This design comes from an exercise in tuning for small area, a short achievable clock period and few clock cycles per item on the open sky130 flow, not from production work.
The RTL of this run was laid out without a check of its function.
Power figures rest on the tool's default switching activity, not on a simulated workload.

--- design/flow/design.v ---
module expu_fa (
    input  logic a,
    input  logic b,
    input  logic c,
    output logic s,
    output logic co
);
    assign s  = a ^ b ^ c;
    assign co = (a & b) | (a & c) | (b & c);
endmodule
module expu_ha (
    input  logic a,
    input  logic b,
    output logic s,
    output logic co
);
    assign s  = a ^ b;
    assign co = a & b;
endmodule
module expu_or8 (
    input  logic [7:0] a,
    output logic       y
);
    assign y = |a;
endmodule
module expu_add8_lo (
    input  logic [7:0] a,
    input  logic [7:0] b,
    output logic [7:0] s,
    output logic       co
);
    logic [7:0] p, g, c;
    logic       g32, p32, g54, p54, g76, p76, g7654, p7654;
    for (genvar i = 0; i < 8; i++) begin : g_pg
        expu_ha u_pg (.a(a[i]), .b(b[i]), .s(p[i]), .co(g[i]));
    end
    assign c[0]  = g[0];
    assign c[1]  = g[1] | (p[1] & c[0]);
    assign g32   = p[3] ? g[2] : g[3];
    assign p32   = p[3] & p[2];
    assign c[2]  = p[2] ? c[1] : g[2];
    assign c[3]  = g32 | (p32 & c[1]);
    assign g54   = p[5] ? g[4] : g[5];
    assign p54   = p[5] & p[4];
    assign g76   = p[7] ? g[6] : g[7];
    assign p76   = p[7] & p[6];
    assign g7654 = g76 | (p76 & g54);
    assign p7654 = p76 & p54;
    assign c[4]  = p[4] ? c[3] : g[4];
    assign c[5]  = g54 | (p54 & c[3]);
    assign c[6]  = g[6] | (p[6] & c[5]);
    assign c[7]  = g7654 | (p7654 & c[3]);
    assign s     = p ^ {c[6:0], 1'b0};
    assign co    = c[7];
endmodule
module expu_add8 (
    input  logic [7:0] a,
    input  logic [7:0] b,
    input  logic       ci,
    output logic [7:0] s,
    output logic       co
);
    logic [7:0] p, g, c;
    logic       g32, p32, g54, p54, g76, p76, g7654, p7654;
    for (genvar i = 0; i < 8; i++) begin : g_pg
        expu_ha u_pg (.a(a[i]), .b(b[i]), .s(p[i]), .co(g[i]));
    end
    assign c[0]  = p[0] ? ci : g[0];
    assign c[1]  = g[1] | (p[1] & c[0]);
    assign g32   = p[3] ? g[2] : g[3];
    assign p32   = p[3] & p[2];
    assign c[2]  = p[2] ? c[1] : g[2];
    assign c[3]  = g32 | (p32 & c[1]);
    assign g54   = p[5] ? g[4] : g[5];
    assign p54   = p[5] & p[4];
    assign g76   = p[7] ? g[6] : g[7];
    assign p76   = p[7] & p[6];
    assign g7654 = g76 | (p76 & g54);
    assign p7654 = p76 & p54;
    assign c[4]  = p[4] ? c[3] : g[4];
    assign c[5]  = g54 | (p54 & c[3]);
    assign c[6]  = g[6] | (p[6] & c[5]);
    assign c[7]  = g7654 | (p7654 & c[3]);
    assign s     = p ^ {c[6:0], ci};
    assign co    = c[7];
endmodule
module expu_add8_hi (
    input  logic [7:0] a,
    input  logic [7:0] b,
    input  logic       ci,
    input  logic       xi,
    output logic [7:0] s,
    output logic       co
);
    logic [7:0] p, g, c;
    logic       g32, p32, g54, p54, g76, p76, g7654, p7654;
    for (genvar i = 0; i < 8; i++) begin : g_pg
        expu_ha u_pg (.a(a[i]), .b(b[i]), .s(p[i]), .co(g[i]));
    end
    assign c[0]  = p[0] ? ci : g[0];
    assign c[1]  = g[1] | (p[1] & c[0]);
    assign g32   = p[3] ? g[2] : g[3];
    assign p32   = p[3] & p[2];
    assign c[2]  = p[2] ? c[1] : g[2];
    assign c[3]  = g32 | (p32 & c[1]);
    assign g54   = p[5] ? g[4] : g[5];
    assign p54   = p[5] & p[4];
    assign g76   = p[7] ? g[6] : g[7];
    assign p76   = p[7] & p[6];
    assign g7654 = g76 | (p76 & g54);
    assign p7654 = p76 & p54;
    assign c[4]  = p[4] ? c[3] : g[4];
    assign c[5]  = g54 | (p54 & c[3]);
    assign c[6]  = g[6] | (p[6] & c[5]);
    assign c[7]  = g7654 | (p7654 & c[3]);
    assign s     = p ^ {c[6:0], ci};
    assign co    = c[7] | xi;
endmodule
module expu_accumulator #(
    parameter int EXP_BITS  = 8,
    parameter int MANT_BITS = 7,
    parameter int N_ROWS    = 8,
    parameter int ACC_WIDTH = 32,
    parameter int ACC_FRAC  = 16,
    localparam int WIDTH    = EXP_BITS + MANT_BITS + 1
) (
    input  logic                      clk_i,
    input  logic                      rst_ni,
    input  logic                      clear_i,
    input  logic                      enable_i,
    input  logic                      valid_i,
    output logic                      ready_o,
    input  logic [N_ROWS-1:0]         strb_i,
    input  logic [N_ROWS*WIDTH-1:0]   op_i,
    input  logic                      last_i,
    output logic [ACC_WIDTH-1:0]      sum_o,
    output logic                      overflow_o,
    output logic                      valid_o,
    input  logic                      ready_i
);
    localparam int BLK   = 8;                   
    localparam int N_BLK = ACC_WIDTH / BLK;
    logic                 valid_q, part_q, ovf_q;
    logic [ACC_WIDTH-1:0] acc_q;                
    logic [N_BLK-1:1]     cy_q;                 
    logic                 handover, accept, keep;
    logic [N_ROWS-1:0]    lane_sat;
    logic [ACC_WIDTH-1:0] lane_val [N_ROWS];
    logic [ACC_WIDTH-1:0] acc_base, row_a, row_b, total;
    logic [N_BLK-1:1]     cy_base, cy_d;
    logic                 tree_high, ovf_early, ovf_d;
    logic [ACC_WIDTH-1:0] res;
    logic                 res_carry, res_ovf;
    assign handover = valid_q & ready_i & enable_i & ~clear_i;
    assign ready_o  = enable_i & ~clear_i & (~valid_q | ready_i);
    assign accept   = valid_i & ready_o;
    assign keep     = part_q | (valid_q & ~handover);
    assign acc_base = acc_q & {ACC_WIDTH{keep}};
    assign cy_base  = cy_q & {(N_BLK-1){keep}};
    for (genvar i = 0; i < N_ROWS; i++) begin : g_lane
        logic [15:0] x;
        logic [7:0]  e;
        logic        on;
        logic [8:0]  g;
        logic [10:0] h;
        logic [14:0] f;
        logic [4:0]  oh;
        assign x  = op_i[i*WIDTH +: WIDTH];
        assign e  = x[14:7];
        assign on = accept & strb_i[i] & ~x[15];
        assign lane_sat[i] = on & (e >= 8'd143);
        assign g[0] = x[0] & ~e[0];
        for (genvar k = 1; k < 7; k++) begin : g_g
            assign g[k] = e[0] ? x[k-1] : x[k];
        end
        assign g[7] = e[0] ? x[6] : 1'b1;
        assign g[8] = e[0];
        for (genvar k = 0; k < 11; k++) begin : g_h
            if (k < 2)      assign h[k] = g[k] & ~e[1];
            else if (k < 9) assign h[k] = e[1] ? g[k-2] : g[k];
            else            assign h[k] = g[k-2] & e[1];
        end
        for (genvar k = 0; k < 15; k++) begin : g_f
            if (k < 4)       assign f[k] = h[k] & ~e[2];
            else if (k < 11) assign f[k] = e[2] ? h[k-4] : h[k];
            else             assign f[k] = h[k-4] & e[2];
        end
        assign oh[0] = on & (e == 8'd111);
        assign oh[1] = on & (e[7:3] == 5'd14);
        assign oh[2] = on & (e[7:3] == 5'd15);
        assign oh[3] = on & (e[7:3] == 5'd16);
        assign oh[4] = on & (e[7:3] == 5'd17) & (e[2:0] != 3'd7);
        for (genvar j = 0; j < ACC_WIDTH; j++) begin : g_val
            logic t;
            always_comb begin
                t = 1'b0;
                for (int k = 0; k < 5; k++)
                    if (j + 14 - 8*k >= 0 && j + 14 - 8*k <= 14) t = t | (oh[k] & f[j + 14 - 8*k]);
            end
            assign lane_val[i][j] = t;
        end
    end
    logic ts0, tc0, ts1, tc1, ts2, tc2, ts3, tc3, ts4, tc4, ts5, tc5;
    logic ts6, tc6, ts7, tc7, ts8, tc8, ts9, tc9, ts10, tc10, ts11, tc11;
    logic ts12, tc12, ts13, tc13, ts14, tc14, ts15, tc15, ts16, tc16, ts17, tc17;
    logic ts18, tc18, ts19, tc19, ts20, tc20, ts21, tc21, ts22, tc22, ts23, tc23;
    logic ts24, tc24, ts25, tc25, ts26, tc26, ts27, tc27, ts28, tc28, ts29, tc29;
    logic ts30, tc30, ts31, tc31, ts32, tc32, ts33, tc33, ts34, tc34, ts35, tc35;
    logic ts36, tc36, ts37, tc37, ts38, tc38, ts39, tc39, ts40, tc40, ts41, tc41;
    logic ts42, tc42, ts43, tc43, ts44, tc44, ts45, tc45, ts46, tc46, ts47, tc47;
    logic ts48, tc48, ts49, tc49, ts50, tc50, ts51, tc51, ts52, tc52, ts53, tc53;
    logic ts54, tc54, ts55, tc55, ts56, tc56, ts57, tc57, ts58, tc58, ts59, tc59;
    logic ts60, tc60, ts61, tc61, ts62, tc62, ts63, tc63, ts64, tc64, ts65, tc65;
    logic ts66, tc66, ts67, tc67, ts68, tc68, ts69, tc69, ts70, tc70, ts71, tc71;
    logic ts72, tc72, ts73, tc73, ts74, tc74, ts75, tc75, ts76, tc76, ts77, tc77;
    logic ts78, tc78, ts79, tc79, ts80, tc80, ts81, tc81, ts82, tc82, ts83, tc83;
    logic ts84, tc84, ts85, tc85, ts86, tc86, ts87, tc87, ts88, tc88, ts89, tc89;
    logic ts90, tc90, ts91, tc91, ts92, tc92, ts93, tc93, ts94, tc94, ts95, tc95;
    logic ts96, tc96, ts97, tc97, ts98, tc98, ts99, tc99, ts100, tc100, ts101, tc101;
    logic ts102, tc102, ts103, tc103, ts104, tc104, ts105, tc105, ts106, tc106, ts107, tc107;
    logic ts108, tc108, ts109, tc109, ts110, tc110, ts111, tc111, ts112, tc112, ts113, tc113;
    logic ts114, tc114, ts115, tc115, ts116, tc116, ts117, tc117, ts118, tc118, ts119, tc119;
    logic ts120, tc120, ts121, tc121, ts122, tc122, ts123, tc123, ts124, tc124, ts125, tc125;
    logic ts126, tc126, ts127, tc127, ts128, tc128, ts129, tc129, ts130, tc130, ts131, tc131;
    logic ts132, tc132, ts133, tc133, ts134, tc134, ts135, tc135, ts136, tc136, ts137, tc137;
    logic ts138, tc138, ts139, tc139, ts140, tc140, ts141, tc141, ts142, tc142, ts143, tc143;
    logic ts144, tc144, ts145, tc145, ts146, tc146, ts147, tc147, ts148, tc148, ts149, tc149;
    logic ts150, tc150, ts151, tc151, ts152, tc152, ts153, tc153, ts154, tc154, ts155, tc155;
    logic ts156, tc156, ts157, tc157, ts158, tc158, ts159, tc159, ts160, tc160, ts161, tc161;
    logic ts162, tc162, ts163, tc163, ts164, tc164, ts165, tc165, ts166, tc166, ts167, tc167;
    logic ts168, tc168, ts169, tc169, ts170, tc170, ts171, tc171, ts172, tc172, ts173, tc173;
    logic ts174, tc174, ts175, tc175, ts176, tc176, ts177, tc177, ts178, tc178, ts179, tc179;
    logic ts180, tc180, ts181, tc181, ts182, tc182, ts183, tc183, ts184, tc184, ts185, tc185;
    logic ts186, tc186, ts187, tc187, ts188, tc188, ts189, tc189, ts190, tc190, ts191, tc191;
    logic ts192, tc192, ts193, tc193, ts194, tc194, ts195, tc195, ts196, tc196, ts197, tc197;
    logic ts198, tc198, ts199, tc199, ts200, tc200, ts201, tc201, ts202, tc202, ts203, tc203;
    logic ts204, tc204, ts205, tc205, ts206, tc206, ts207, tc207, ts208, tc208, ts209, tc209;
    logic ts210, tc210, ts211, tc211, ts212, tc212, ts213, tc213, ts214, tc214, ts215, tc215;
    logic ts216, tc216, ts217, tc217, ts218, tc218, ts219, tc219, ts220, tc220, ts221, tc221;
    expu_fa u_fa0 (.a(lane_val[0][0]), .b(lane_val[1][0]), .c(lane_val[2][0]), .s(ts0), .co(tc0));
    expu_ha u_ha1 (.a(lane_val[3][0]), .b(lane_val[4][0]), .s(ts1), .co(tc1));
    expu_fa u_fa2 (.a(lane_val[0][1]), .b(lane_val[1][1]), .c(lane_val[2][1]), .s(ts2), .co(tc2));
    expu_fa u_fa3 (.a(lane_val[3][1]), .b(lane_val[4][1]), .c(lane_val[5][1]), .s(ts3), .co(tc3));
    expu_ha u_ha4 (.a(lane_val[6][1]), .b(lane_val[7][1]), .s(ts4), .co(tc4));
    expu_fa u_fa5 (.a(lane_val[0][2]), .b(lane_val[1][2]), .c(lane_val[2][2]), .s(ts5), .co(tc5));
    expu_fa u_fa6 (.a(lane_val[3][2]), .b(lane_val[4][2]), .c(lane_val[5][2]), .s(ts6), .co(tc6));
    expu_fa u_fa7 (.a(lane_val[6][2]), .b(lane_val[7][2]), .c(acc_base[2]), .s(ts7), .co(tc7));
    expu_fa u_fa8 (.a(lane_val[0][3]), .b(lane_val[1][3]), .c(lane_val[2][3]), .s(ts8), .co(tc8));
    expu_fa u_fa9 (.a(lane_val[3][3]), .b(lane_val[4][3]), .c(lane_val[5][3]), .s(ts9), .co(tc9));
    expu_fa u_fa10 (.a(lane_val[6][3]), .b(lane_val[7][3]), .c(acc_base[3]), .s(ts10), .co(tc10));
    expu_fa u_fa11 (.a(lane_val[0][4]), .b(lane_val[1][4]), .c(lane_val[2][4]), .s(ts11), .co(tc11));
    expu_fa u_fa12 (.a(lane_val[3][4]), .b(lane_val[4][4]), .c(lane_val[5][4]), .s(ts12), .co(tc12));
    expu_fa u_fa13 (.a(lane_val[6][4]), .b(lane_val[7][4]), .c(acc_base[4]), .s(ts13), .co(tc13));
    expu_fa u_fa14 (.a(lane_val[0][5]), .b(lane_val[1][5]), .c(lane_val[2][5]), .s(ts14), .co(tc14));
    expu_fa u_fa15 (.a(lane_val[3][5]), .b(lane_val[4][5]), .c(lane_val[5][5]), .s(ts15), .co(tc15));
    expu_fa u_fa16 (.a(lane_val[6][5]), .b(lane_val[7][5]), .c(acc_base[5]), .s(ts16), .co(tc16));
    expu_fa u_fa17 (.a(lane_val[0][6]), .b(lane_val[1][6]), .c(lane_val[2][6]), .s(ts17), .co(tc17));
    expu_fa u_fa18 (.a(lane_val[3][6]), .b(lane_val[4][6]), .c(lane_val[5][6]), .s(ts18), .co(tc18));
    expu_fa u_fa19 (.a(lane_val[6][6]), .b(lane_val[7][6]), .c(acc_base[6]), .s(ts19), .co(tc19));
    expu_fa u_fa20 (.a(lane_val[0][7]), .b(lane_val[1][7]), .c(lane_val[2][7]), .s(ts20), .co(tc20));
    expu_fa u_fa21 (.a(lane_val[3][7]), .b(lane_val[4][7]), .c(lane_val[5][7]), .s(ts21), .co(tc21));
    expu_fa u_fa22 (.a(lane_val[6][7]), .b(lane_val[7][7]), .c(acc_base[7]), .s(ts22), .co(tc22));
    expu_fa u_fa23 (.a(lane_val[0][8]), .b(lane_val[1][8]), .c(lane_val[2][8]), .s(ts23), .co(tc23));
    expu_fa u_fa24 (.a(lane_val[3][8]), .b(lane_val[4][8]), .c(lane_val[5][8]), .s(ts24), .co(tc24));
    expu_fa u_fa25 (.a(lane_val[6][8]), .b(lane_val[7][8]), .c(acc_base[8]), .s(ts25), .co(tc25));
    expu_fa u_fa26 (.a(lane_val[0][9]), .b(lane_val[1][9]), .c(lane_val[2][9]), .s(ts26), .co(tc26));
    expu_fa u_fa27 (.a(lane_val[3][9]), .b(lane_val[4][9]), .c(lane_val[5][9]), .s(ts27), .co(tc27));
    expu_fa u_fa28 (.a(lane_val[6][9]), .b(lane_val[7][9]), .c(acc_base[9]), .s(ts28), .co(tc28));
    expu_fa u_fa29 (.a(lane_val[0][10]), .b(lane_val[1][10]), .c(lane_val[2][10]), .s(ts29), .co(tc29));
    expu_fa u_fa30 (.a(lane_val[3][10]), .b(lane_val[4][10]), .c(lane_val[5][10]), .s(ts30), .co(tc30));
    expu_fa u_fa31 (.a(lane_val[6][10]), .b(lane_val[7][10]), .c(acc_base[10]), .s(ts31), .co(tc31));
    expu_fa u_fa32 (.a(lane_val[0][11]), .b(lane_val[1][11]), .c(lane_val[2][11]), .s(ts32), .co(tc32));
    expu_fa u_fa33 (.a(lane_val[3][11]), .b(lane_val[4][11]), .c(lane_val[5][11]), .s(ts33), .co(tc33));
    expu_fa u_fa34 (.a(lane_val[6][11]), .b(lane_val[7][11]), .c(acc_base[11]), .s(ts34), .co(tc34));
    expu_fa u_fa35 (.a(lane_val[0][12]), .b(lane_val[1][12]), .c(lane_val[2][12]), .s(ts35), .co(tc35));
    expu_fa u_fa36 (.a(lane_val[3][12]), .b(lane_val[4][12]), .c(lane_val[5][12]), .s(ts36), .co(tc36));
    expu_fa u_fa37 (.a(lane_val[6][12]), .b(lane_val[7][12]), .c(acc_base[12]), .s(ts37), .co(tc37));
    expu_fa u_fa38 (.a(lane_val[0][13]), .b(lane_val[1][13]), .c(lane_val[2][13]), .s(ts38), .co(tc38));
    expu_fa u_fa39 (.a(lane_val[3][13]), .b(lane_val[4][13]), .c(lane_val[5][13]), .s(ts39), .co(tc39));
    expu_fa u_fa40 (.a(lane_val[6][13]), .b(lane_val[7][13]), .c(acc_base[13]), .s(ts40), .co(tc40));
    expu_fa u_fa41 (.a(lane_val[0][14]), .b(lane_val[1][14]), .c(lane_val[2][14]), .s(ts41), .co(tc41));
    expu_fa u_fa42 (.a(lane_val[3][14]), .b(lane_val[4][14]), .c(lane_val[5][14]), .s(ts42), .co(tc42));
    expu_fa u_fa43 (.a(lane_val[6][14]), .b(lane_val[7][14]), .c(acc_base[14]), .s(ts43), .co(tc43));
    expu_fa u_fa44 (.a(lane_val[0][15]), .b(lane_val[1][15]), .c(lane_val[2][15]), .s(ts44), .co(tc44));
    expu_fa u_fa45 (.a(lane_val[3][15]), .b(lane_val[4][15]), .c(lane_val[5][15]), .s(ts45), .co(tc45));
    expu_fa u_fa46 (.a(lane_val[6][15]), .b(lane_val[7][15]), .c(acc_base[15]), .s(ts46), .co(tc46));
    expu_fa u_fa47 (.a(lane_val[0][16]), .b(lane_val[1][16]), .c(lane_val[2][16]), .s(ts47), .co(tc47));
    expu_fa u_fa48 (.a(lane_val[3][16]), .b(lane_val[4][16]), .c(lane_val[5][16]), .s(ts48), .co(tc48));
    expu_fa u_fa49 (.a(lane_val[6][16]), .b(lane_val[7][16]), .c(acc_base[16]), .s(ts49), .co(tc49));
    expu_fa u_fa50 (.a(lane_val[0][17]), .b(lane_val[1][17]), .c(lane_val[2][17]), .s(ts50), .co(tc50));
    expu_fa u_fa51 (.a(lane_val[3][17]), .b(lane_val[4][17]), .c(lane_val[5][17]), .s(ts51), .co(tc51));
    expu_fa u_fa52 (.a(lane_val[6][17]), .b(lane_val[7][17]), .c(acc_base[17]), .s(ts52), .co(tc52));
    expu_fa u_fa53 (.a(lane_val[0][18]), .b(lane_val[1][18]), .c(lane_val[2][18]), .s(ts53), .co(tc53));
    expu_fa u_fa54 (.a(lane_val[3][18]), .b(lane_val[4][18]), .c(lane_val[5][18]), .s(ts54), .co(tc54));
    expu_fa u_fa55 (.a(lane_val[6][18]), .b(lane_val[7][18]), .c(acc_base[18]), .s(ts55), .co(tc55));
    expu_fa u_fa56 (.a(lane_val[0][19]), .b(lane_val[1][19]), .c(lane_val[2][19]), .s(ts56), .co(tc56));
    expu_fa u_fa57 (.a(lane_val[3][19]), .b(lane_val[4][19]), .c(lane_val[5][19]), .s(ts57), .co(tc57));
    expu_fa u_fa58 (.a(lane_val[6][19]), .b(lane_val[7][19]), .c(acc_base[19]), .s(ts58), .co(tc58));
    expu_fa u_fa59 (.a(lane_val[0][20]), .b(lane_val[1][20]), .c(lane_val[2][20]), .s(ts59), .co(tc59));
    expu_fa u_fa60 (.a(lane_val[3][20]), .b(lane_val[4][20]), .c(lane_val[5][20]), .s(ts60), .co(tc60));
    expu_fa u_fa61 (.a(lane_val[6][20]), .b(lane_val[7][20]), .c(acc_base[20]), .s(ts61), .co(tc61));
    expu_fa u_fa62 (.a(lane_val[0][21]), .b(lane_val[1][21]), .c(lane_val[2][21]), .s(ts62), .co(tc62));
    expu_fa u_fa63 (.a(lane_val[3][21]), .b(lane_val[4][21]), .c(lane_val[5][21]), .s(ts63), .co(tc63));
    expu_fa u_fa64 (.a(lane_val[6][21]), .b(lane_val[7][21]), .c(acc_base[21]), .s(ts64), .co(tc64));
    expu_fa u_fa65 (.a(lane_val[0][22]), .b(lane_val[1][22]), .c(lane_val[2][22]), .s(ts65), .co(tc65));
    expu_fa u_fa66 (.a(lane_val[3][22]), .b(lane_val[4][22]), .c(lane_val[5][22]), .s(ts66), .co(tc66));
    expu_fa u_fa67 (.a(lane_val[6][22]), .b(lane_val[7][22]), .c(acc_base[22]), .s(ts67), .co(tc67));
    expu_fa u_fa68 (.a(lane_val[0][23]), .b(lane_val[1][23]), .c(lane_val[2][23]), .s(ts68), .co(tc68));
    expu_fa u_fa69 (.a(lane_val[3][23]), .b(lane_val[4][23]), .c(lane_val[5][23]), .s(ts69), .co(tc69));
    expu_fa u_fa70 (.a(lane_val[6][23]), .b(lane_val[7][23]), .c(acc_base[23]), .s(ts70), .co(tc70));
    expu_fa u_fa71 (.a(lane_val[0][24]), .b(lane_val[1][24]), .c(lane_val[2][24]), .s(ts71), .co(tc71));
    expu_fa u_fa72 (.a(lane_val[3][24]), .b(lane_val[4][24]), .c(lane_val[5][24]), .s(ts72), .co(tc72));
    expu_fa u_fa73 (.a(lane_val[6][24]), .b(lane_val[7][24]), .c(acc_base[24]), .s(ts73), .co(tc73));
    expu_fa u_fa74 (.a(lane_val[0][25]), .b(lane_val[1][25]), .c(lane_val[2][25]), .s(ts74), .co(tc74));
    expu_fa u_fa75 (.a(lane_val[3][25]), .b(lane_val[4][25]), .c(lane_val[5][25]), .s(ts75), .co(tc75));
    expu_fa u_fa76 (.a(lane_val[6][25]), .b(lane_val[7][25]), .c(acc_base[25]), .s(ts76), .co(tc76));
    expu_fa u_fa77 (.a(lane_val[0][26]), .b(lane_val[1][26]), .c(lane_val[2][26]), .s(ts77), .co(tc77));
    expu_fa u_fa78 (.a(lane_val[3][26]), .b(lane_val[4][26]), .c(lane_val[5][26]), .s(ts78), .co(tc78));
    expu_fa u_fa79 (.a(lane_val[6][26]), .b(lane_val[7][26]), .c(acc_base[26]), .s(ts79), .co(tc79));
    expu_fa u_fa80 (.a(lane_val[0][27]), .b(lane_val[1][27]), .c(lane_val[2][27]), .s(ts80), .co(tc80));
    expu_fa u_fa81 (.a(lane_val[3][27]), .b(lane_val[4][27]), .c(lane_val[5][27]), .s(ts81), .co(tc81));
    expu_fa u_fa82 (.a(lane_val[6][27]), .b(lane_val[7][27]), .c(acc_base[27]), .s(ts82), .co(tc82));
    expu_fa u_fa83 (.a(lane_val[0][28]), .b(lane_val[1][28]), .c(lane_val[2][28]), .s(ts83), .co(tc83));
    expu_fa u_fa84 (.a(lane_val[3][28]), .b(lane_val[4][28]), .c(lane_val[5][28]), .s(ts84), .co(tc84));
    expu_fa u_fa85 (.a(lane_val[6][28]), .b(lane_val[7][28]), .c(acc_base[28]), .s(ts85), .co(tc85));
    expu_fa u_fa86 (.a(lane_val[0][29]), .b(lane_val[1][29]), .c(lane_val[2][29]), .s(ts86), .co(tc86));
    expu_fa u_fa87 (.a(lane_val[3][29]), .b(lane_val[4][29]), .c(lane_val[5][29]), .s(ts87), .co(tc87));
    expu_fa u_fa88 (.a(lane_val[6][29]), .b(lane_val[7][29]), .c(acc_base[29]), .s(ts88), .co(tc88));
    expu_fa u_fa89 (.a(lane_val[0][30]), .b(lane_val[1][30]), .c(lane_val[2][30]), .s(ts89), .co(tc89));
    expu_fa u_fa90 (.a(lane_val[3][30]), .b(lane_val[4][30]), .c(lane_val[5][30]), .s(ts90), .co(tc90));
    expu_fa u_fa91 (.a(lane_val[6][30]), .b(lane_val[7][30]), .c(acc_base[30]), .s(ts91), .co(tc91));
    expu_fa u_fa92 (.a(lane_val[0][31]), .b(lane_val[1][31]), .c(lane_val[2][31]), .s(ts92), .co(tc92));
    expu_fa u_fa93 (.a(lane_val[3][31]), .b(lane_val[4][31]), .c(lane_val[5][31]), .s(ts93), .co(tc93));
    expu_fa u_fa94 (.a(lane_val[6][31]), .b(lane_val[7][31]), .c(acc_base[31]), .s(ts94), .co(tc94));
    expu_fa u_fa95 (.a(ts0), .b(ts1), .c(lane_val[5][0]), .s(ts95), .co(tc95));
    expu_fa u_fa96 (.a(tc0), .b(tc1), .c(ts2), .s(ts96), .co(tc96));
    expu_ha u_ha97 (.a(ts3), .b(ts4), .s(ts97), .co(tc97));
    expu_fa u_fa98 (.a(tc2), .b(tc3), .c(tc4), .s(ts98), .co(tc98));
    expu_fa u_fa99 (.a(ts5), .b(ts6), .c(ts7), .s(ts99), .co(tc99));
    expu_fa u_fa100 (.a(tc5), .b(tc6), .c(tc7), .s(ts100), .co(tc100));
    expu_fa u_fa101 (.a(ts8), .b(ts9), .c(ts10), .s(ts101), .co(tc101));
    expu_fa u_fa102 (.a(tc8), .b(tc9), .c(tc10), .s(ts102), .co(tc102));
    expu_fa u_fa103 (.a(ts11), .b(ts12), .c(ts13), .s(ts103), .co(tc103));
    expu_fa u_fa104 (.a(tc11), .b(tc12), .c(tc13), .s(ts104), .co(tc104));
    expu_fa u_fa105 (.a(ts14), .b(ts15), .c(ts16), .s(ts105), .co(tc105));
    expu_fa u_fa106 (.a(tc14), .b(tc15), .c(tc16), .s(ts106), .co(tc106));
    expu_fa u_fa107 (.a(ts17), .b(ts18), .c(ts19), .s(ts107), .co(tc107));
    expu_fa u_fa108 (.a(tc17), .b(tc18), .c(tc19), .s(ts108), .co(tc108));
    expu_fa u_fa109 (.a(ts20), .b(ts21), .c(ts22), .s(ts109), .co(tc109));
    expu_fa u_fa110 (.a(tc20), .b(tc21), .c(tc22), .s(ts110), .co(tc110));
    expu_fa u_fa111 (.a(ts23), .b(ts24), .c(ts25), .s(ts111), .co(tc111));
    expu_fa u_fa112 (.a(tc23), .b(tc24), .c(tc25), .s(ts112), .co(tc112));
    expu_fa u_fa113 (.a(ts26), .b(ts27), .c(ts28), .s(ts113), .co(tc113));
    expu_fa u_fa114 (.a(tc26), .b(tc27), .c(tc28), .s(ts114), .co(tc114));
    expu_fa u_fa115 (.a(ts29), .b(ts30), .c(ts31), .s(ts115), .co(tc115));
    expu_fa u_fa116 (.a(tc29), .b(tc30), .c(tc31), .s(ts116), .co(tc116));
    expu_fa u_fa117 (.a(ts32), .b(ts33), .c(ts34), .s(ts117), .co(tc117));
    expu_fa u_fa118 (.a(tc32), .b(tc33), .c(tc34), .s(ts118), .co(tc118));
    expu_fa u_fa119 (.a(ts35), .b(ts36), .c(ts37), .s(ts119), .co(tc119));
    expu_fa u_fa120 (.a(tc35), .b(tc36), .c(tc37), .s(ts120), .co(tc120));
    expu_fa u_fa121 (.a(ts38), .b(ts39), .c(ts40), .s(ts121), .co(tc121));
    expu_fa u_fa122 (.a(tc38), .b(tc39), .c(tc40), .s(ts122), .co(tc122));
    expu_fa u_fa123 (.a(ts41), .b(ts42), .c(ts43), .s(ts123), .co(tc123));
    expu_fa u_fa124 (.a(tc41), .b(tc42), .c(tc43), .s(ts124), .co(tc124));
    expu_fa u_fa125 (.a(ts44), .b(ts45), .c(ts46), .s(ts125), .co(tc125));
    expu_fa u_fa126 (.a(tc44), .b(tc45), .c(tc46), .s(ts126), .co(tc126));
    expu_fa u_fa127 (.a(ts47), .b(ts48), .c(ts49), .s(ts127), .co(tc127));
    expu_fa u_fa128 (.a(tc47), .b(tc48), .c(tc49), .s(ts128), .co(tc128));
    expu_fa u_fa129 (.a(ts50), .b(ts51), .c(ts52), .s(ts129), .co(tc129));
    expu_fa u_fa130 (.a(tc50), .b(tc51), .c(tc52), .s(ts130), .co(tc130));
    expu_fa u_fa131 (.a(ts53), .b(ts54), .c(ts55), .s(ts131), .co(tc131));
    expu_fa u_fa132 (.a(tc53), .b(tc54), .c(tc55), .s(ts132), .co(tc132));
    expu_fa u_fa133 (.a(ts56), .b(ts57), .c(ts58), .s(ts133), .co(tc133));
    expu_fa u_fa134 (.a(tc56), .b(tc57), .c(tc58), .s(ts134), .co(tc134));
    expu_fa u_fa135 (.a(ts59), .b(ts60), .c(ts61), .s(ts135), .co(tc135));
    expu_fa u_fa136 (.a(tc59), .b(tc60), .c(tc61), .s(ts136), .co(tc136));
    expu_fa u_fa137 (.a(ts62), .b(ts63), .c(ts64), .s(ts137), .co(tc137));
    expu_fa u_fa138 (.a(tc62), .b(tc63), .c(tc64), .s(ts138), .co(tc138));
    expu_fa u_fa139 (.a(ts65), .b(ts66), .c(ts67), .s(ts139), .co(tc139));
    expu_fa u_fa140 (.a(tc65), .b(tc66), .c(tc67), .s(ts140), .co(tc140));
    expu_fa u_fa141 (.a(ts68), .b(ts69), .c(ts70), .s(ts141), .co(tc141));
    expu_fa u_fa142 (.a(tc68), .b(tc69), .c(tc70), .s(ts142), .co(tc142));
    expu_fa u_fa143 (.a(ts71), .b(ts72), .c(ts73), .s(ts143), .co(tc143));
    expu_fa u_fa144 (.a(tc71), .b(tc72), .c(tc73), .s(ts144), .co(tc144));
    expu_fa u_fa145 (.a(ts74), .b(ts75), .c(ts76), .s(ts145), .co(tc145));
    expu_fa u_fa146 (.a(tc74), .b(tc75), .c(tc76), .s(ts146), .co(tc146));
    expu_fa u_fa147 (.a(ts77), .b(ts78), .c(ts79), .s(ts147), .co(tc147));
    expu_fa u_fa148 (.a(tc77), .b(tc78), .c(tc79), .s(ts148), .co(tc148));
    expu_fa u_fa149 (.a(ts80), .b(ts81), .c(ts82), .s(ts149), .co(tc149));
    expu_fa u_fa150 (.a(tc80), .b(tc81), .c(tc82), .s(ts150), .co(tc150));
    expu_fa u_fa151 (.a(ts83), .b(ts84), .c(ts85), .s(ts151), .co(tc151));
    expu_fa u_fa152 (.a(tc83), .b(tc84), .c(tc85), .s(ts152), .co(tc152));
    expu_fa u_fa153 (.a(ts86), .b(ts87), .c(ts88), .s(ts153), .co(tc153));
    expu_fa u_fa154 (.a(tc86), .b(tc87), .c(tc88), .s(ts154), .co(tc154));
    expu_fa u_fa155 (.a(ts89), .b(ts90), .c(ts91), .s(ts155), .co(tc155));
    expu_fa u_fa156 (.a(tc89), .b(tc90), .c(tc91), .s(ts156), .co(tc156));
    expu_fa u_fa157 (.a(ts92), .b(ts93), .c(ts94), .s(ts157), .co(tc157));
    expu_ha u_ha158 (.a(ts95), .b(lane_val[6][0]), .s(ts158), .co(tc158));
    expu_fa u_fa159 (.a(tc95), .b(ts96), .c(ts97), .s(ts159), .co(tc159));
    expu_fa u_fa160 (.a(tc96), .b(tc97), .c(ts98), .s(ts160), .co(tc160));
    expu_fa u_fa161 (.a(tc98), .b(tc99), .c(ts100), .s(ts161), .co(tc161));
    expu_fa u_fa162 (.a(tc100), .b(tc101), .c(ts102), .s(ts162), .co(tc162));
    expu_fa u_fa163 (.a(tc102), .b(tc103), .c(ts104), .s(ts163), .co(tc163));
    expu_fa u_fa164 (.a(tc104), .b(tc105), .c(ts106), .s(ts164), .co(tc164));
    expu_fa u_fa165 (.a(tc106), .b(tc107), .c(ts108), .s(ts165), .co(tc165));
    expu_fa u_fa166 (.a(tc108), .b(tc109), .c(ts110), .s(ts166), .co(tc166));
    expu_fa u_fa167 (.a(tc110), .b(tc111), .c(ts112), .s(ts167), .co(tc167));
    expu_fa u_fa168 (.a(tc112), .b(tc113), .c(ts114), .s(ts168), .co(tc168));
    expu_fa u_fa169 (.a(tc114), .b(tc115), .c(ts116), .s(ts169), .co(tc169));
    expu_fa u_fa170 (.a(tc116), .b(tc117), .c(ts118), .s(ts170), .co(tc170));
    expu_fa u_fa171 (.a(tc118), .b(tc119), .c(ts120), .s(ts171), .co(tc171));
    expu_fa u_fa172 (.a(tc120), .b(tc121), .c(ts122), .s(ts172), .co(tc172));
    expu_fa u_fa173 (.a(tc122), .b(tc123), .c(ts124), .s(ts173), .co(tc173));
    expu_fa u_fa174 (.a(tc124), .b(tc125), .c(ts126), .s(ts174), .co(tc174));
    expu_fa u_fa175 (.a(tc126), .b(tc127), .c(ts128), .s(ts175), .co(tc175));
    expu_fa u_fa176 (.a(tc128), .b(tc129), .c(ts130), .s(ts176), .co(tc176));
    expu_fa u_fa177 (.a(tc130), .b(tc131), .c(ts132), .s(ts177), .co(tc177));
    expu_fa u_fa178 (.a(tc132), .b(tc133), .c(ts134), .s(ts178), .co(tc178));
    expu_fa u_fa179 (.a(tc134), .b(tc135), .c(ts136), .s(ts179), .co(tc179));
    expu_fa u_fa180 (.a(tc136), .b(tc137), .c(ts138), .s(ts180), .co(tc180));
    expu_fa u_fa181 (.a(tc138), .b(tc139), .c(ts140), .s(ts181), .co(tc181));
    expu_fa u_fa182 (.a(tc140), .b(tc141), .c(ts142), .s(ts182), .co(tc182));
    expu_fa u_fa183 (.a(tc142), .b(tc143), .c(ts144), .s(ts183), .co(tc183));
    expu_fa u_fa184 (.a(tc144), .b(tc145), .c(ts146), .s(ts184), .co(tc184));
    expu_fa u_fa185 (.a(tc146), .b(tc147), .c(ts148), .s(ts185), .co(tc185));
    expu_fa u_fa186 (.a(tc148), .b(tc149), .c(ts150), .s(ts186), .co(tc186));
    expu_fa u_fa187 (.a(tc150), .b(tc151), .c(ts152), .s(ts187), .co(tc187));
    expu_fa u_fa188 (.a(tc152), .b(tc153), .c(ts154), .s(ts188), .co(tc188));
    expu_fa u_fa189 (.a(tc154), .b(tc155), .c(ts156), .s(ts189), .co(tc189));
    expu_ha u_ha190 (.a(ts158), .b(lane_val[7][0]), .s(ts190), .co(tc190));
    expu_fa u_fa191 (.a(tc158), .b(ts159), .c(acc_base[1]), .s(ts191), .co(tc191));
    expu_fa u_fa192 (.a(tc159), .b(ts160), .c(ts99), .s(ts192), .co(tc192));
    expu_fa u_fa193 (.a(tc160), .b(ts161), .c(ts101), .s(ts193), .co(tc193));
    expu_fa u_fa194 (.a(tc161), .b(ts162), .c(ts103), .s(ts194), .co(tc194));
    expu_fa u_fa195 (.a(tc162), .b(ts163), .c(ts105), .s(ts195), .co(tc195));
    expu_fa u_fa196 (.a(tc163), .b(ts164), .c(ts107), .s(ts196), .co(tc196));
    expu_fa u_fa197 (.a(tc164), .b(ts165), .c(ts109), .s(ts197), .co(tc197));
    expu_fa u_fa198 (.a(tc165), .b(ts166), .c(ts111), .s(ts198), .co(tc198));
    expu_fa u_fa199 (.a(tc166), .b(ts167), .c(ts113), .s(ts199), .co(tc199));
    expu_fa u_fa200 (.a(tc167), .b(ts168), .c(ts115), .s(ts200), .co(tc200));
    expu_fa u_fa201 (.a(tc168), .b(ts169), .c(ts117), .s(ts201), .co(tc201));
    expu_fa u_fa202 (.a(tc169), .b(ts170), .c(ts119), .s(ts202), .co(tc202));
    expu_fa u_fa203 (.a(tc170), .b(ts171), .c(ts121), .s(ts203), .co(tc203));
    expu_fa u_fa204 (.a(tc171), .b(ts172), .c(ts123), .s(ts204), .co(tc204));
    expu_fa u_fa205 (.a(tc172), .b(ts173), .c(ts125), .s(ts205), .co(tc205));
    expu_fa u_fa206 (.a(tc173), .b(ts174), .c(ts127), .s(ts206), .co(tc206));
    expu_fa u_fa207 (.a(tc174), .b(ts175), .c(ts129), .s(ts207), .co(tc207));
    expu_fa u_fa208 (.a(tc175), .b(ts176), .c(ts131), .s(ts208), .co(tc208));
    expu_fa u_fa209 (.a(tc176), .b(ts177), .c(ts133), .s(ts209), .co(tc209));
    expu_fa u_fa210 (.a(tc177), .b(ts178), .c(ts135), .s(ts210), .co(tc210));
    expu_fa u_fa211 (.a(tc178), .b(ts179), .c(ts137), .s(ts211), .co(tc211));
    expu_fa u_fa212 (.a(tc179), .b(ts180), .c(ts139), .s(ts212), .co(tc212));
    expu_fa u_fa213 (.a(tc180), .b(ts181), .c(ts141), .s(ts213), .co(tc213));
    expu_fa u_fa214 (.a(tc181), .b(ts182), .c(ts143), .s(ts214), .co(tc214));
    expu_fa u_fa215 (.a(tc182), .b(ts183), .c(ts145), .s(ts215), .co(tc215));
    expu_fa u_fa216 (.a(tc183), .b(ts184), .c(ts147), .s(ts216), .co(tc216));
    expu_fa u_fa217 (.a(tc184), .b(ts185), .c(ts149), .s(ts217), .co(tc217));
    expu_fa u_fa218 (.a(tc185), .b(ts186), .c(ts151), .s(ts218), .co(tc218));
    expu_fa u_fa219 (.a(tc186), .b(ts187), .c(ts153), .s(ts219), .co(tc219));
    expu_fa u_fa220 (.a(tc187), .b(ts188), .c(ts155), .s(ts220), .co(tc220));
    expu_fa u_fa221 (.a(tc188), .b(ts189), .c(ts157), .s(ts221), .co(tc221));
    assign row_a = {tc220, tc219, tc218, tc217, tc216, tc215, tc214, tc213, tc212, tc211, tc210, tc209, tc208, tc207, tc206, tc205, tc204, tc203, tc202, tc201, tc200, tc199, tc198, tc197, tc196, tc195, tc194, tc193, tc192, tc191, tc190, ts190};
    assign row_b = {ts221, ts220, ts219, ts218, ts217, ts216, ts215, ts214, ts213, ts212, ts211, ts210, ts209, ts208, ts207, ts206, ts205, ts204, ts203, ts202, ts201, ts200, ts199, ts198, ts197, ts196, ts195, ts194, ts193, ts192, ts191, acc_base[0]};
    expu_or8 u_high (.a({tc221, tc189, tc157, tc156, tc94, tc93, tc92, ovf_early}), .y(tree_high));
    assign ovf_early = (keep & ovf_q) | (|lane_sat);
    for (genvar k = 0; k < N_BLK; k++) begin : g_blk
        if (k == 0) begin : g_lo
            expu_add8_lo u_add (
                .a  (row_a[BLK*k +: BLK]),
                .b  (row_b[BLK*k +: BLK]),
                .s  (total[BLK*k +: BLK]),
                .co (cy_d[k+1])
            );
        end else if (k < N_BLK - 1) begin : g_mid
            expu_add8 u_add (
                .a  (row_a[BLK*k +: BLK]),
                .b  (row_b[BLK*k +: BLK]),
                .ci (cy_base[k]),
                .s  (total[BLK*k +: BLK]),
                .co (cy_d[k+1])
            );
        end else begin : g_hi
            expu_add8_hi u_add (
                .a  (row_a[BLK*k +: BLK]),
                .b  (row_b[BLK*k +: BLK]),
                .ci (cy_base[k]),
                .xi (tree_high),
                .s  (total[BLK*k +: BLK]),
                .co (ovf_d)
            );
        end
    end
    always_ff @(posedge clk_i or negedge rst_ni) begin
        if (!rst_ni) begin
            valid_q <= 1'b0;
            part_q  <= 1'b0;
            ovf_q   <= 1'b0;
        end else if (clear_i) begin
            valid_q <= 1'b0;
            part_q  <= 1'b0;
            ovf_q   <= ovf_d;
        end else begin
            if (accept) begin
                valid_q <= last_i;
                part_q  <= ~last_i;
            end else if (handover) begin
                valid_q <= 1'b0;
            end
            ovf_q <= ovf_d;
        end
    end
    always_ff @(posedge clk_i) begin
        acc_q <= total;
        cy_q  <= cy_d;
    end
    always_comb begin
        logic [ACC_WIDTH-1:0] cy_vec;
        cy_vec = '0;
        for (int k = 1; k < N_BLK; k++) cy_vec[BLK*k] = cy_q[k];
        {res_carry, res} = {1'b0, acc_q} + {1'b0, cy_vec};
    end
    assign res_ovf = ovf_q | res_carry;
    assign sum_o      = res | {ACC_WIDTH{res_ovf}};
    assign overflow_o = res_ovf;
    assign valid_o    = valid_q;
endmodule
--- design/flow/flow/run.sh ---
#!/bin/bash
# The standard layout (standard.sh: the ORFS flow, standard synthesis included), with two
# changes: the input and output port buffers are the smallest plain buffer, buf_1, instead of the
# cell buffer_ports picks by itself (a 10 um2 delay buffer); and timing repair aims at a setup
# slack of 12.6 ns on the design's clock, so that it speeds up the critical paths.
set -euo pipefail
export BUFFER_PORTS_ARGS="-buffer_cell sky130_fd_sc_hd__buf_1"
export SETUP_SLACK_MARGIN=12.6
bash standard.sh > standard_make.log 2>&1
--- design/flow/standard.sh ---
#!/bin/bash
# synth_recipe.tcl (not shown) runs the flow's synth.tcl, then flattens the netlist and writes it again
# the make line also repeats each setting of config.mk as NAME=value (left out here)
make -C /OpenROAD-flow-scripts/flow DESIGN_CONFIG=/design/flow/config.mk WORK_HOME=/design/flow/orfs CLKGATE_MAP_FILE= SYNTH_SCRIPT=/design/flow/synth_recipe.tcl "${@:-finish}"
--- design/flow/config.mk ---
export PLATFORM = sky130hd
export DESIGN_NAME = expu_accumulator
export DESIGN_NICKNAME = expu_accumulator
export VERILOG_FILES = /design/flow/design.v
export SDC_FILE = /design/flow/constraint.sdc
export NUM_CORES = 4
export LEC_CHECK = 0
export CAP_MARGIN = 20
export CORE_MARGIN = 2
export CORE_UTILIZATION = 40
export CTS_BUF_LIST = sky130_fd_sc_hd__clkbuf_4 sky130_fd_sc_hd__clkbuf_8
export SLEW_MARGIN = 20
export SYNTH_HIERARCHICAL = 1
--- design/flow/constraint.sdc ---
create_clock -name core_clock -period 22.0 [get_ports {clk_i}]
set_input_delay 4.4000 -clock core_clock [delete_from_list [all_inputs] [get_ports {clk_i}]]
set_output_delay 4.4000 -clock core_clock [all_outputs]
set_load 0.01 [all_outputs]
==> summary.md <==
| Metric | Value |
|---|---|
| CTS tree | done |
| Critical Path Max Stage Delay | 0.21 ns |
| Kind of end point of the critical path | output pin |
| Post-DR vias/cell | 6.06 |
| IO Port Bufs | 177 |
| Final critical-path required period | 9.35 ns |
| H-tree Lvls | 2 |
| Tcrit/Tclk final | 0.425 |
| Post-synth EDFFs | 0 |
| Count of boundary I/O pins | 178 |
| Maximum vdd drop | 0.0212 mV |
| Cells after synthesis | 1328 |
| Clock Skew | 0.0170 ns |
| Max Clk Rate | 0.107 GHz |
| Lkg Pwr | 6.26 nW |
| CTS Hold Bufs | 0 |
| Placed Area | 13100 um2 |
| CP Data Required Time | 17.60 ns |
| First-pass GRT wire length | 67100 um |
| Clock slew at reported path FFs | 0.09 ns |
| Core Box Area | 30700 um2 |
| Number of global-route vias before repair | 10700 |
| Synthesized Nets | 1737 |
| Clock root buffer | clkbuf_8 |
| PwrDens | 17.5 nW/um2 |
| Final hold violations | 0 |
| Post-DRT Antenna Nets | 0 |
| Startpoint types | primary input |
| Post-synthesis sequential area ratio | 0.0622 |
| Setup Viol. Count Final | 0 |
| Total gr overflow | 0 |
| Clk sinks | 38 |
| Max Slew Vio Count | 0 |
| Worst path slowest cell | nor2b_4 |
| Max-Slew Margin vs Limit | 0.584 |
| Initial antenna violation count | 2 |
| Synth Flop Type | dfxtp_1 |
| Nets | 1876 |
| Status | no timing/DRC/antenna violations |
| Total track usage | 0.274 |
| Worst hold slack | 0.588 ns |
| Max Cap Viol | 0 |
| Largest net degree at the start of global routing | 37 |
| Routed WL per cell | 24.7 um |
| CP max FO | 4 |
| Clock buffer count from CTS | 5 |
| Chip Height | 181 um |
| Area growth syn-to-layout | 14.3% |
| Yosys Warn Count | 9 |
| Hold crit path type | register to register |
| Initial Utilization | 0.406 |
| Share of cells above drive strength 1 | 0.166 |
| # rows | 64 |
| Yosys reg bits | 38 |
| Number of antenna diodes | 0 |
| Die ar. | 32600 um2 |
| Via count | 11300 |
| Async S/R FF share, synth | 0.0789 |
| Crit-path cells | buf_2, nor2b_4, nand2_2, inv_2, buf_6 |
| Syn avg cell area | 9.39 um2 |
| WL final | 45900 um |
| Post-DP HPWL | 38300 um |
| Layout fillers | 3024 |
| DRT Pass-1 Iters | 7 |
| Clk buf depth | 2 |
| Setup CP Type | primary input to output pin |
| Setup TNS | 0 ns |
| Clock latency on the worst-skew pair | 0.32 ns |
| RSZ-0062 raised after global routing | true |
| DR DRC count | 0 |
| Mapped Area | 12500 um2 |
| Least-Margin Pin Slew | 0.606 ns |
| Final instance area | 14200 um2 |
| Distinct cells, synth | 63 |
| Critical path arrival | 4.95 ns |
| DR iter-0 viols | 906 |
| GPL Wtd Cong | 1.05 |
| Die Width | 181 um |
-- Yosys stat by module, one instance, submodules excluded --
module,cells,area [um2]
expu_accumulator,959,6800
expu_add8_lo,27,199
expu_fa,1,20.0
expu_or8,3,16.3
expu_ha,1,12.5
expu_add8_hi,29,218
expu_add8,28,211
-- final timing paths --
kind / from / end / slack [ns] / cells past startpoint
worst max register to register: valid_q / acc_q[15] / 16.49 / 19
worst min-delay path: part_q / part_q / 0.59 / 2
worst max-delay path: enable_i / ready_o / 12.65 / 5
worst min register to register: part_q / part_q / 0.59 / 2
max in group asynchronous: rst_ni / ovf_q / 17.90 / 1
min in group asynchronous: rst_ni / part_q / 3.91 / 1
-- worst max-delay path: cells and delay by family --
family                 cells  cell delay [ns]
buffers and inverters      3             0.25
AND/OR/NAND/NOR            2             0.29
-- logic make-up (layout without fill, tap and decap cells) --
kind of cell | count (synthesis) | after routing | synth area share
flops | 38 | 38 | 0.0622
compound gates | 293 | 293 | 0.146
xor+xnor | 36 | 36 | 0.0253
simple gates | 497 | 501 | 0.227
mux | 107 | 107 | 0.0954
fa+ha+maj | 266 | 266 | 0.398
buf+inv | 91 | 227 | 0.0465
-- repair_timing --
item / in CTS / in global routing
pin swaps: 3 / 19
cloned: 1 / 3
resized for setup: 58 / 95
setup buffers: 7 / 18
hold endpoints to repair: 0 / 0
setup endpoints to repair: 14 / 9
-- layout make-up --
cell class | instances | area (um2) | area share
multi-input cells | 1203 | 11900 | 0.833
well taps | 396 | 495 | 0.0348
repair buffers | 204 | 962 | 0.0675
clock buffers | 6 | 82.6 | 0.00580
inverters | 15 | 56.3 | 0.00395
flip-flops and latches | 38 | 776 | 0.0545
clock inverters | 2 | 12.5 | 0.000878
-- state kept, by name, indices dropped and copies added (netlist names) --
name     count
acc_q       32
cy_q         3
ovf_q        1
part_q       1
valid_q      1
-- stage by stage --
stage	utilization	power [W]	cells	worst slack, ns
2_1_floorplan	-	0.000143	1328	12.88
3_3_place_gp	0.428	0.000179	1827	12.01
3_5_place_dp	0.428	0.000181	1827	11.84
4_1_cts	0.443	0.000240	1843	12.60
5_1_grt	0.464	0.000263	1864	12.53
6_report	0.464	0.000250	1864	12.65
-- synth_stat cells (18+ instances only) --
library cell  count  area share
nor2b_1          57       0.029
xnor2_1          20       0.014
nand2_1          65       0.020
a21oi_1          52       0.021
ha_1             49       0.049
nor3_1           28       0.011
mux2i_1          84       0.067
buf_2            23      0.0092
buf_6            18       0.016
clkbuf_1         18      0.0054
nor3b_1          18       0.011
dfxtp_1          35       0.056
nand3_1          30       0.012
o21ai_0          30       0.012
nor2_1          154       0.046
nand4_1          18      0.0090
nand2b_1         35       0.018
fa_1            217        0.35
o22ai_1         160       0.080
-- report_power, final --
group	internal, W	switching [W]	total, W	leakage (nW)
Combinational	0.0000419	0.0000828	0.000125	5.89
Clock	0.0000253	0.0000292	0.0000545	0.0472
Sequential	0.0000696	0.000000981	0.0000706	0.323
-- per-layer routing --
| layer | GRT usage | part of all wire | vias up |
|---|---|---|---|
| met5 | 0 | 0.00028 | - |
| met4 | 0.0887 | 0.036 | 2 |
| met3 | 0.0392 | 0.079 | 75 |
| met2 | 0.421 | 0.44 | 551 |
| met1 | 0.396 | 0.45 | 5563 |
| li1 | - | - | 5103 |
-- cells in the final DEF (no fill, tap or decap), types with 8 or more instances in the layout --
cell / instances
fa_1: 214
nor2_1: 153
buf_1: 149
o22ai_1: 113
mux2i_1: 75
nand2_1: 64
nor2b_1: 57
a21oi_1: 48
ha_1: 48
o22ai_2: 37
dfxtp_1: 35
nand2b_1: 34
o21ai_0: 30
nor3_1: 25
nand3_1: 22
buf_4: 22
xnor2_1: 20
nand3_4: 20
nand4_1: 18
nor3b_1: 18
xor2_1: 16
mux2_2: 15
inv_1: 14
clkbuf_2: 14
buf_2: 13
and4_4: 10
o22ai_4: 10
a211oi_1: 9
nand3b_1: 9
and3b_1: 8
mux4_2: 8
o21a_1: 8
or4b_2: 8
or3_1: 8

separate check: timing with driven ports:
No port has a modelled driver above. Below, the same layout with a new extraction and two added sets of constraints. Step 1, drivers: a clkbuf_16 drives clk_i and a buf_2 each remaining input, both assumed. Step 2 moves the port delays by t, midway between the first and last clock arrival at a register: inputs arrive t later, outputs are due t later. That takes back most of the time a late clock gives input paths. a / b / c = no drivers / after step 1 / after step 2; a / b = the first two.
t (ns): 0.347
slack for setup (ns): 12.649 / 12.627 / 12.398
hold WS [ns]: 0.588 / 0.588 / 0.588
worst setup path after step 2: input to register
pins driven straight from the clock port: 1
After both steps setup and hold are still met in this run. For this run, drivers alone change the setup slack by -0.022 ns; drivers and shift together by -0.251 ns.
